Background: an optimization exercise with open tools, aiming at small area and a short achievable clock period. Do not read the settings as production practice. At most, simulation tests tie the RTL to the original design; equivalence was not proved.

// mac_pipe_nxn
module mac_pipe_nxn #(
    parameter int unsigned DW    = 32,
    parameter int unsigned LAT   = 3,
    parameter int unsigned GUARD = 8
) (
    input  logic                  i_clk,
    input  logic                  i_rstn,
    input  logic                  i_valid,
    output logic                  o_ready,
    input  logic                  i_multa_ns,
    input  logic                  i_multb_ns,
    input  logic [DW-1:0]         i_multa,
    input  logic [DW-1:0]         i_multb,
    input  logic                  i_acc_en,
    input  logic                  i_acc_clr,
    output logic                  o_valid,
    input  logic                  i_ready,
    output logic [2*DW-1:0]       o_product,
    output logic [2*DW+GUARD-1:0] o_acc,
    output logic                  o_acc_ovf
);
For scale: roughly 3700 cells after synthesis, roughly 310 flip-flops, ~37000 sq um of cells after synthesis.
clock: 12.5 ns
lec_check: 0
abc_area: 1
cap_margin: 20
core_margin: 2
core_utilization: 60
slew_margin: 20
synth_hierarchical: 1
synth_minimum_keep_size: 0
standard.sh (not shown) runs the stock make flow with config.mk's settings and CLKGATE_MAP_FILE= SYNTH_SCRIPT=/design/flow/synth_recipe.tcl, a recipe that flattens the netlist after the stock synthesis.
==> flow/flow/run.sh <==
#!/bin/bash
# Layout flow: the standard flow (standard.sh runs every ORFS step from synthesis to
# finish) with these settings changed:
#  - the ports are buffered with sky130_fd_sc_hd__buf_1 cells (buffer_ports -buffer_cell);
#  - the timing repair steps aim for 7.1 ns of setup slack (SETUP_SLACK_MARGIN);
#  - clock tree synthesis: -sink_clustering_enable -repair_clock_nets -buf_list sky130_fd_sc_hd__clkbuf_4 -dont_use_dummy_load
# The constraints (clock period, input and output delays, loads) are the standard flow's, unchanged.
# make's output goes to make_finish.log; each ORFS step logs to orfs/logs/.
set -euo pipefail
bash standard.sh "BUFFER_PORTS_ARGS=-buffer_cell sky130_fd_sc_hd__buf_1" "SETUP_SLACK_MARGIN=7.1" \
  "CTS_ARGS=-sink_clustering_enable -repair_clock_nets -buf_list sky130_fd_sc_hd__clkbuf_4 -dont_use_dummy_load" finish > make_finish.log 2>&1
Change:
==> flow/flow/run.sh (replaced) <==
#!/bin/bash
# Layout flow: the standard flow (standard.sh runs every ORFS step from synthesis to
# finish) with these settings changed:
#  - the ports are buffered with sky130_fd_sc_hd__buf_1 cells (buffer_ports -buffer_cell);
#  - the timing repair steps aim for 7.1 ns of setup slack (SETUP_SLACK_MARGIN);
#  - clock tree synthesis: -sink_clustering_enable -repair_clock_nets -buf_list sky130_fd_sc_hd__clkbuf_4 -dont_use_dummy_load -sink_clustering_size 8 -sink_clustering_max_diameter 50
# The constraints (clock period, input and output delays, loads) are the standard flow's, unchanged.
# make's output goes to make_finish.log; each ORFS step logs to orfs/logs/.
set -euo pipefail
bash standard.sh "BUFFER_PORTS_ARGS=-buffer_cell sky130_fd_sc_hd__buf_1" "SETUP_SLACK_MARGIN=7.1" \
  "CTS_ARGS=-sink_clustering_enable -repair_clock_nets -buf_list sky130_fd_sc_hd__clkbuf_4 -dont_use_dummy_load -sink_clustering_size 8 -sink_clustering_max_diameter 50" finish > make_finish.log 2>&1
--- a/flow/config.mk
+++ b/flow/config.mk
@@ -8,6 +8,6 @@
 export ABC_AREA = 1
-export CAP_MARGIN = 20
+export CAP_MARGIN = 0
 export CORE_MARGIN = 2
 export CORE_UTILIZATION = 60
-export SLEW_MARGIN = 20
+export SLEW_MARGIN = 0
 export SYNTH_HIERARCHICAL = 1
The changed run passed the timing, design-rule and antenna checks.
Non-clock buffer count climbs by 3.
Register-to-register slack is worse by 0.05 ns.
Synthesized area does not change.
Worst setup slack is better by 0.0084 ns.
Core utilization drops by 0.37 points.
Wire length drops by 0.56%.

* * *

mac_pipe_nxn, a different RTL version from the one above (not shown whole).
Size in the first run: roughly 3900 cells after synthesis, about 320 flip-flops, about 0.036 sq mm of cells after synthesis.
==> flow/design.v (excerpt) <==
module mac_pipe_nxn #(
    parameter int unsigned DW    = 32,
    parameter int unsigned LAT   = 3,
    parameter int unsigned GUARD = 8
) (
    input  logic                  i_clk,
    input  logic                  i_rstn,
    input  logic                  i_valid,
    output logic                  o_ready,
    input  logic                  i_multa_ns,
    input  logic                  i_multb_ns,
    input  logic [DW-1:0]         i_multa,
    input  logic [DW-1:0]         i_multb,
    input  logic                  i_acc_en,
    input  logic                  i_acc_clr,
    output logic                  o_valid,
    input  logic                  i_ready,
    output logic [2*DW-1:0]       o_product,
    output logic [2*DW+GUARD-1:0] o_acc,
    output logic                  o_acc_ovf
);
export LEC_CHECK = 0
export ABC_AREA = 1
export CAP_MARGIN = 0
export CORE_MARGIN = 2
export CORE_UTILIZATION = 60
export SLEW_MARGIN = 0
export SYNTH_HIERARCHICAL = 1
export SYNTH_MINIMUM_KEEP_SIZE = 0
create_clock -name core_clock -period 12.5 [get_ports {i_clk}]
==> flow/flow/run.sh <==
#!/bin/bash
# Layout flow: the standard flow (standard.sh runs every ORFS step from synthesis to
# finish) with these settings changed:
#  - the ports are buffered with sky130_fd_sc_hd__buf_1 cells (buffer_ports -buffer_cell);
#  - the timing repair steps aim for 7.15 ns of setup slack (SETUP_SLACK_MARGIN);
#  - clock tree synthesis: -sink_clustering_enable -repair_clock_nets -buf_list sky130_fd_sc_hd__clkbuf_4 -dont_use_dummy_load -sink_clustering_size 8 -sink_clustering_max_diameter 50
# The constraints (clock period, input and output delays, loads) are the standard flow's, unchanged.
# make's output goes to make_finish.log; each ORFS step logs to orfs/logs/.
set -euo pipefail
bash standard.sh "BUFFER_PORTS_ARGS=-buffer_cell sky130_fd_sc_hd__buf_1" "SETUP_SLACK_MARGIN=7.15" \
  "CTS_ARGS=-sink_clustering_enable -repair_clock_nets -buf_list sky130_fd_sc_hd__clkbuf_4 -dont_use_dummy_load -sink_clustering_size 8 -sink_clustering_max_diameter 50" finish > make_finish.log 2>&1
Next try:
==> flow/flow/run.sh (replaced) <==
#!/bin/bash
# Layout flow: the standard flow (standard.sh runs every ORFS step from synthesis to
# finish) with these settings changed:
#  - the ports are buffered with sky130_fd_sc_hd__buf_1 cells (buffer_ports -buffer_cell);
#  - the timing repair steps aim for 7.2 ns of setup slack (SETUP_SLACK_MARGIN);
#  - clock tree synthesis: -sink_clustering_enable -repair_clock_nets -buf_list sky130_fd_sc_hd__clkbuf_4 -dont_use_dummy_load -sink_clustering_size 8 -sink_clustering_max_diameter 50
# The constraints (clock period, input and output delays, loads) are the standard flow's, unchanged.
# make's output goes to make_finish.log; each ORFS step logs to orfs/logs/.
set -euo pipefail
bash standard.sh "BUFFER_PORTS_ARGS=-buffer_cell sky130_fd_sc_hd__buf_1" "SETUP_SLACK_MARGIN=7.2" \
  "CTS_ARGS=-sink_clustering_enable -repair_clock_nets -buf_list sky130_fd_sc_hd__clkbuf_4 -dont_use_dummy_load -sink_clustering_size 8 -sink_clustering_max_diameter 50" finish > make_finish.log 2>&1
Outcome: The new run passed the timing, design-rule and antenna checks; worst setup slack stays flat; count of clock-buffer cells in the layout does not change.

* * *

Another version of the RTL of mac_pipe_nxn (not shown whole).
Size in the first run: roughly 3,600 cells after synthesis, roughly 310 flip-flops, about 210 I/O pins.
==> flow/design.v (excerpt) <==
module mac_pipe_nxn #(
    parameter int unsigned DW    = 32,
    parameter int unsigned LAT   = 3,
    parameter int unsigned GUARD = 8
) (
    input  logic                  i_clk,
    input  logic                  i_rstn,
    input  logic                  i_valid,
    output logic                  o_ready,
    input  logic                  i_multa_ns,
    input  logic                  i_multb_ns,
    input  logic [DW-1:0]         i_multa,
    input  logic [DW-1:0]         i_multb,
    input  logic                  i_acc_en,
    input  logic                  i_acc_clr,
    output logic                  o_valid,
    input  logic                  i_ready,
    output logic [2*DW-1:0]       o_product,
    output logic [2*DW+GUARD-1:0] o_acc,
    output logic                  o_acc_ovf
);
Settings: LEC_CHECK=0, ABC_AREA=1, CAP_MARGIN=20, CORE_MARGIN=2, CORE_UTILIZATION=60, CTS_BUF_LIST=sky130_fd_sc_hd__clkbuf_4, CTS_CLUSTER_SIZE=16, SLEW_MARGIN=20, SYNTH_HIERARCHICAL=1, SYNTH_MINIMUM_KEEP_SIZE=0; clock period 12.5 ns.
==> flow/flow/run.sh <==
#!/bin/bash
# Layout flow: the standard flow (standard.sh, every ORFS step from synthesis to
# finish) with two settings changed:
#  - the ports are buffered with sky130_fd_sc_hd__buf_1 cells (buffer_ports -buffer_cell);
#  - the timing repair steps aim for 7.1 ns of setup slack (SETUP_SLACK_MARGIN).
# The constraints (clock period, input and output delays, loads) are the standard flow's, unchanged.
set -euo pipefail
bash standard.sh "BUFFER_PORTS_ARGS=-buffer_cell sky130_fd_sc_hd__buf_1" "SETUP_SLACK_MARGIN=7.1" finish > make_finish.log 2>&1
The first run passed the timing, design-rule and antenna checks.
Rerun with:
==> flow/flow/run.sh (replaced) <==
#!/bin/bash
# Layout flow: the standard flow (standard.sh, every ORFS step from synthesis to
# finish) with two settings changed:
#  - the ports are buffered with sky130_fd_sc_hd__buf_2 cells (buffer_ports -buffer_cell);
#  - the timing repair steps aim for 7 ns of setup slack (SETUP_SLACK_MARGIN).
# The constraints (clock period, input and output delays, loads) are the standard flow's, unchanged.
set -euo pipefail
bash standard.sh "BUFFER_PORTS_ARGS=-buffer_cell sky130_fd_sc_hd__buf_2" "SETUP_SLACK_MARGIN=7" finish > make_finish.log 2>&1
--- a/flow/config.mk
+++ b/flow/config.mk
@@ -10,5 +10,3 @@
 export CORE_MARGIN = 2
-export CORE_UTILIZATION = 60
-export CTS_BUF_LIST = sky130_fd_sc_hd__clkbuf_4
-export CTS_CLUSTER_SIZE = 16
+export CORE_UTILIZATION = 40
 export SLEW_MARGIN = 20
Outcome: Global-route usage fell by 13 points. Core utilization drops by 22 points. Die area grows by about 50%. Clock-buffer cell count goes down by 77. Worst setup slack got worse by 56 ps.
Rerun with:
==> flow/flow/run.sh (replaced) <==
#!/bin/bash
# Layout flow: the standard flow (standard.sh, every ORFS step from synthesis to
# finish) with two settings changed:
#  - the ports are buffered with sky130_fd_sc_hd__buf_1 cells (buffer_ports -buffer_cell);
#  - the timing repair steps aim for 7.1 ns of setup slack (SETUP_SLACK_MARGIN).
# The constraints (clock period, input and output delays, loads) are the standard flow's, unchanged.
set -euo pipefail
bash standard.sh "BUFFER_PORTS_ARGS=-buffer_cell sky130_fd_sc_hd__buf_1" "SETUP_SLACK_MARGIN=7.1" finish > make_finish.log 2>&1
--- a/flow/config.mk
+++ b/flow/config.mk
@@ -10,3 +10,4 @@
 export CORE_MARGIN = 2
-export CORE_UTILIZATION = 40
+export CORE_UTILIZATION = 60
+export CTS_BUF_LIST = sky130_fd_sc_hd__clkbuf_2
 export SLEW_MARGIN = 20
The new run ran to the end with no violations.
Maximum frequency barely changes.
Count of clock-buffer cells in the layout increases by 81.
No functional check of the RTL was part of any run of this note.

* * *

run A:
mac_pipe_nxn, a different RTL version from the one above (not shown whole).
Size: roughly 320 flip-flops, roughly 210 I/O pins.
export LEC_CHECK = 0
export ABC_AREA = 1
export CAP_MARGIN = 20
export CORE_MARGIN = 2
export CORE_UTILIZATION = 60
export SLEW_MARGIN = 20
export SYNTH_HIERARCHICAL = 1
export SYNTH_MINIMUM_KEEP_SIZE = 0
create_clock -name core_clock -period 12.5 [get_ports {i_clk}]
==> flow/flow/run.sh <==
#!/bin/bash
# Layout flow: the standard flow (standard.sh runs every ORFS step from synthesis to
# finish) with these settings changed:
#  - the ports are buffered with sky130_fd_sc_hd__buf_1 cells (buffer_ports -buffer_cell);
#  - the timing repair steps aim for 7.1 ns of setup slack (SETUP_SLACK_MARGIN);
#  - clock tree synthesis: -sink_clustering_enable -repair_clock_nets -buf_list sky130_fd_sc_hd__clkbuf_4 -dont_use_dummy_load
# The constraints (clock period, input and output delays, loads) are the standard flow's, unchanged.
# make's output goes to make_finish.log; each ORFS step logs to orfs/logs/.
set -euo pipefail
bash standard.sh "BUFFER_PORTS_ARGS=-buffer_cell sky130_fd_sc_hd__buf_1" "SETUP_SLACK_MARGIN=7.1" \
  "CTS_ARGS=-sink_clustering_enable -repair_clock_nets -buf_list sky130_fd_sc_hd__clkbuf_4 -dont_use_dummy_load" finish > make_finish.log 2>&1
Run A: flow completed, timing, DRC and antenna clean
Edits applied to the flow inputs when going from run A to run B:
diff --git a/flow/config.mk b/flow/config.mk
--- a/flow/config.mk
+++ b/flow/config.mk
@@ -9,5 +9,5 @@
 export CAP_MARGIN = 20
 export CORE_MARGIN = 2
-export CORE_UTILIZATION = 60
+export CORE_UTILIZATION = 75
 export SLEW_MARGIN = 20
 export SYNTH_HIERARCHICAL = 1
==> results.txt <==
The final layouts of run A and run B pass the timing, design-rule and antenna checks.
Run B against run A: cell area went down, non-clock buffer count dropped 6, total detailed-routing wirelength now smaller.
Run A tops out at a higher clock frequency than run B.
Clock period minus worst slack in run B vs run A: up 83 ps
Going from run A to run B, wire length of the first global-routing pass shrank by a few percent.
Vias: run B above run A
[inputs] run C vs run B
diff --git a/flow/config.mk b/flow/config.mk
--- a/flow/config.mk
+++ b/flow/config.mk
@@ -6,8 +6,8 @@
 export NUM_CORES = 4
 export LEC_CHECK = 0
-export ABC_AREA = 1
+export ABC_CLOCK_PERIOD_IN_PS = 20000
 export CAP_MARGIN = 20
 export CORE_MARGIN = 2
-export CORE_UTILIZATION = 75
+export CORE_UTILIZATION = 60
 export SLEW_MARGIN = 20
 export SYNTH_HIERARCHICAL = 1
### Flow results
- For run C, the highest metal layer with signal wires was met4, unlike run B, where it was met5.
- Between run B and run C, wire length increased.
- Re worst stage delay on the critical path: run C is 440 ps down on run B.
- In the flow results for run B and run C, the count of clock-buffer cells in the layout is larger on run C.
- Run B → run C: die area grew by about 24%; least setup slack across all paths after layout grew by 80 ps; portion of the layout cell area used by non-clock buffers grew by 1.6 points.
- Measured against each other, run B and run C differ in core utilization, the higher figure coming from run B.
- Per the comparison of run C with run B, count of TritonRoute iterations in the first routing pass went down, initial antenna violation count now sits lower, pre-CTS setup slack lost 230 ps, overall global routing resource usage went down 7.1 points.
Input-level comparison between run D and run C:
==> flow/flow/run.sh <==
#!/bin/bash
# Layout flow: the standard flow (standard.sh runs every ORFS step from synthesis to
# finish) with these settings changed:
#  - the ports are buffered with sky130_fd_sc_hd__buf_1 cells (buffer_ports -buffer_cell);
#  - the timing repair steps aim for 7.1 ns of setup slack (SETUP_SLACK_MARGIN);
#  - clock tree synthesis: -sink_clustering_enable -repair_clock_nets -buf_list sky130_fd_sc_hd__clkbuf_4 -dont_use_dummy_load -sink_clustering_size 10 -sink_clustering_max_diameter 60
# The constraints (clock period, input and output delays, loads) are the standard flow's, unchanged.
# make's output goes to make_finish.log; each ORFS step logs to orfs/logs/.
set -euo pipefail
bash standard.sh "BUFFER_PORTS_ARGS=-buffer_cell sky130_fd_sc_hd__buf_1" "SETUP_SLACK_MARGIN=7.1" \
  "CTS_ARGS=-sink_clustering_enable -repair_clock_nets -buf_list sky130_fd_sc_hd__clkbuf_4 -dont_use_dummy_load -sink_clustering_size 10 -sink_clustering_max_diameter 60" finish > make_finish.log 2>&1
diff --git a/flow/config.mk b/flow/config.mk
--- a/flow/config.mk
+++ b/flow/config.mk
@@ -6,5 +6,5 @@
 export NUM_CORES = 4
 export LEC_CHECK = 0
-export ABC_CLOCK_PERIOD_IN_PS = 20000
+export ABC_AREA = 1
 export CAP_MARGIN = 20
 export CORE_MARGIN = 2
--- outcome ---
Diff run C and run D: arrival time of the worst setup path higher in run D. Run D vs. run C: area added between synthesis and finish went down by 2.9 points. The run with more routed wire is run C, not run D. For the number of nets in the finished design, run D came in about 2% higher than run C did. From run C to run D the numbers moved as follows: hold slack shows an increase of 68 ps; post-cts sizing count shows a reduction of 69; final cell count without fillers shows an increase of 2.1%.

* * *

mac_pipe_nxn with an RTL version that a note above also has.
Size: about 3600 cells after synthesis, about 310 flip-flops, ~210 I/O pins, ~37000 um^2 of cells after synthesis.
clock: 12.5 ns
lec_check: 0
abc_area: 1
cap_margin: 20
core_margin: 2
core_utilization: 40
slew_margin: 20
synth_hierarchical: 1
synth_minimum_keep_size: 0
==> flow/flow/run.sh <==
#!/bin/bash
# Layout flow: the standard flow (standard.sh, every ORFS step from synthesis to
# finish) with two settings changed:
#  - the ports are buffered with sky130_fd_sc_hd__buf_2 cells (buffer_ports -buffer_cell);
#  - the timing repair steps aim for 5 ns of setup slack (SETUP_SLACK_MARGIN).
# The constraints (clock period, input and output delays, loads) are the standard flow's, unchanged.
set -euo pipefail
bash standard.sh "BUFFER_PORTS_ARGS=-buffer_cell sky130_fd_sc_hd__buf_2" "SETUP_SLACK_MARGIN=5" finish > make_finish.log 2>&1
The starting point finished clean.
Next try:
==> flow/flow/run.sh (replaced) <==
#!/bin/bash
# Layout flow: the standard flow (standard.sh runs every ORFS step from synthesis to
# finish) with these settings changed:
#  - the ports are buffered with sky130_fd_sc_hd__buf_1 cells (buffer_ports -buffer_cell);
#  - the timing repair steps aim for 7.1 ns of setup slack (SETUP_SLACK_MARGIN);
#  - clock tree synthesis: -sink_clustering_enable -repair_clock_nets -buf_list sky130_fd_sc_hd__clkbuf_4 -dont_use_dummy_load
# The constraints (clock period, input and output delays, loads) are the standard flow's, unchanged.
# make's output goes to make_finish.log; each ORFS step logs to orfs/logs/.
set -euo pipefail
bash standard.sh "BUFFER_PORTS_ARGS=-buffer_cell sky130_fd_sc_hd__buf_1" "SETUP_SLACK_MARGIN=7.1" \
  "CTS_ARGS=-sink_clustering_enable -repair_clock_nets -buf_list sky130_fd_sc_hd__clkbuf_4 -dont_use_dummy_load" finish > make_finish.log 2>&1
Settings changed: CORE_UTILIZATION 40 to 60.
After rerunning: The new run completed without violations; non-clock buffer count grows by 47; clock-buffer cell count grows by 35; synthesized area does not change; sequential share of layout area shrinks by 0.45 points; final area grows by about 2%; fmax grows by 9.0%; first-iteration DRC count grows by about 25%.
Next try:
==> flow/flow/run.sh (replaced) <==
#!/bin/bash
# Layout flow: the standard flow (standard.sh, every ORFS step from synthesis to
# finish) with two settings changed:
#  - the ports are buffered with sky130_fd_sc_hd__buf_1 cells (buffer_ports -buffer_cell);
#  - the timing repair steps aim for 7.1 ns of setup slack (SETUP_SLACK_MARGIN).
# The constraints (clock period, input and output delays, loads) are the standard flow's, unchanged.
set -euo pipefail
bash standard.sh "BUFFER_PORTS_ARGS=-buffer_cell sky130_fd_sc_hd__buf_1" "SETUP_SLACK_MARGIN=7.1" finish > make_finish.log 2>&1
Settings changed: CTS_BUF_LIST set to sky130_fd_sc_hd__clkbuf_4.
What happened: Cell area climbs by 0.82%. Global-route usage climbs by 0.36 points. Count of clock-buffer cells in the layout climbs by 39. Worst setup slack is better by 41 ps.
Next try:
Settings changed: CTS_BUF_LIST sky130_fd_sc_hd__clkbuf_4 to sky130_fd_sc_hd__clkbuf_8.
The changed run completed without violations.
Fmax falls by 1.1%.
Cell count falls by about 0.55%.
Setup slack is worse by 62 ps.
Design area rises by about 1.6%.
Global-route usage rises by 1.2 points.
No functional check of the RTL was part of any run of this note.

[re-timing with driven ports]
The results above use ideal ports. As a check the final layouts listed here were re-extracted and re-timed, cells and wires unchanged. Step 1, drivers: a clkbuf_16 drives i_clk and a buf_2 each remaining input, both assumed. Step 2 moves the port delays by t, midway between the first and last clock arrival at a register: inputs arrive t later, outputs are due t later. That takes back most of the time a late clock gives input paths. Three values: ideal ports, drivers, drivers and shift; two values: the first two.
run	t, ns	slack for setup (ns)	hold slack, ns
the first run of note 1	0.870	7.123 / 7.103 / 7.103	0.421 / 0.421 / 0.421
the second run of note 1	0.904	7.132 / 7.112 / 7.112	0.427 / 0.427 / 0.427
the first run of note 2	0.899	7.119 / 7.094 / 7.094	0.433 / 0.433 / 0.433
the second run of note 2	0.898	7.118 / 7.075 / 7.075	0.433 / 0.433 / 0.433
the first run of note 3	0.900	7.104 / 7.079 / 7.079	0.412 / 0.412 / 0.412
the second run of note 3	0.648	7.048 / 7.048 / 7.048	0.427 / 0.427 / 0.427
the third run of note 3	1.151	7.052 / 7.052 / 7.052	0.407 / 0.407 / 0.407
run A	0.853	7.128 / 7.103 / 7.103	0.369 / 0.369 / 0.369
run B	0.871	7.044 / 7.044 / 7.044	0.411 / 0.411 / 0.411
run C	0.836	7.124 / 7.092 / 7.092	0.351 / 0.351 / 0.351
run D	0.835	7.097 / 7.061 / 7.061	0.419 / 0.419 / 0.419
the first run of note 5	0.647	6.573 / 6.552 / 6.552	0.420 / 0.420 / 0.420
the second run of note 5	0.849	7.063 / 7.063 / 7.063	0.410 / 0.410 / 0.410
the third run of note 5	0.900	7.104 / 7.079 / 7.079	0.412 / 0.412 / 0.412
the fourth run of note 5	0.763	7.043 / 7.043 / 7.043	0.432 / 0.432 / 0.432
After both steps every run listed still meets setup and hold. The setup slack of the second run of note 2, which loses most, moves by -0.043 ns with the drivers and by -0.043 ns with both steps.
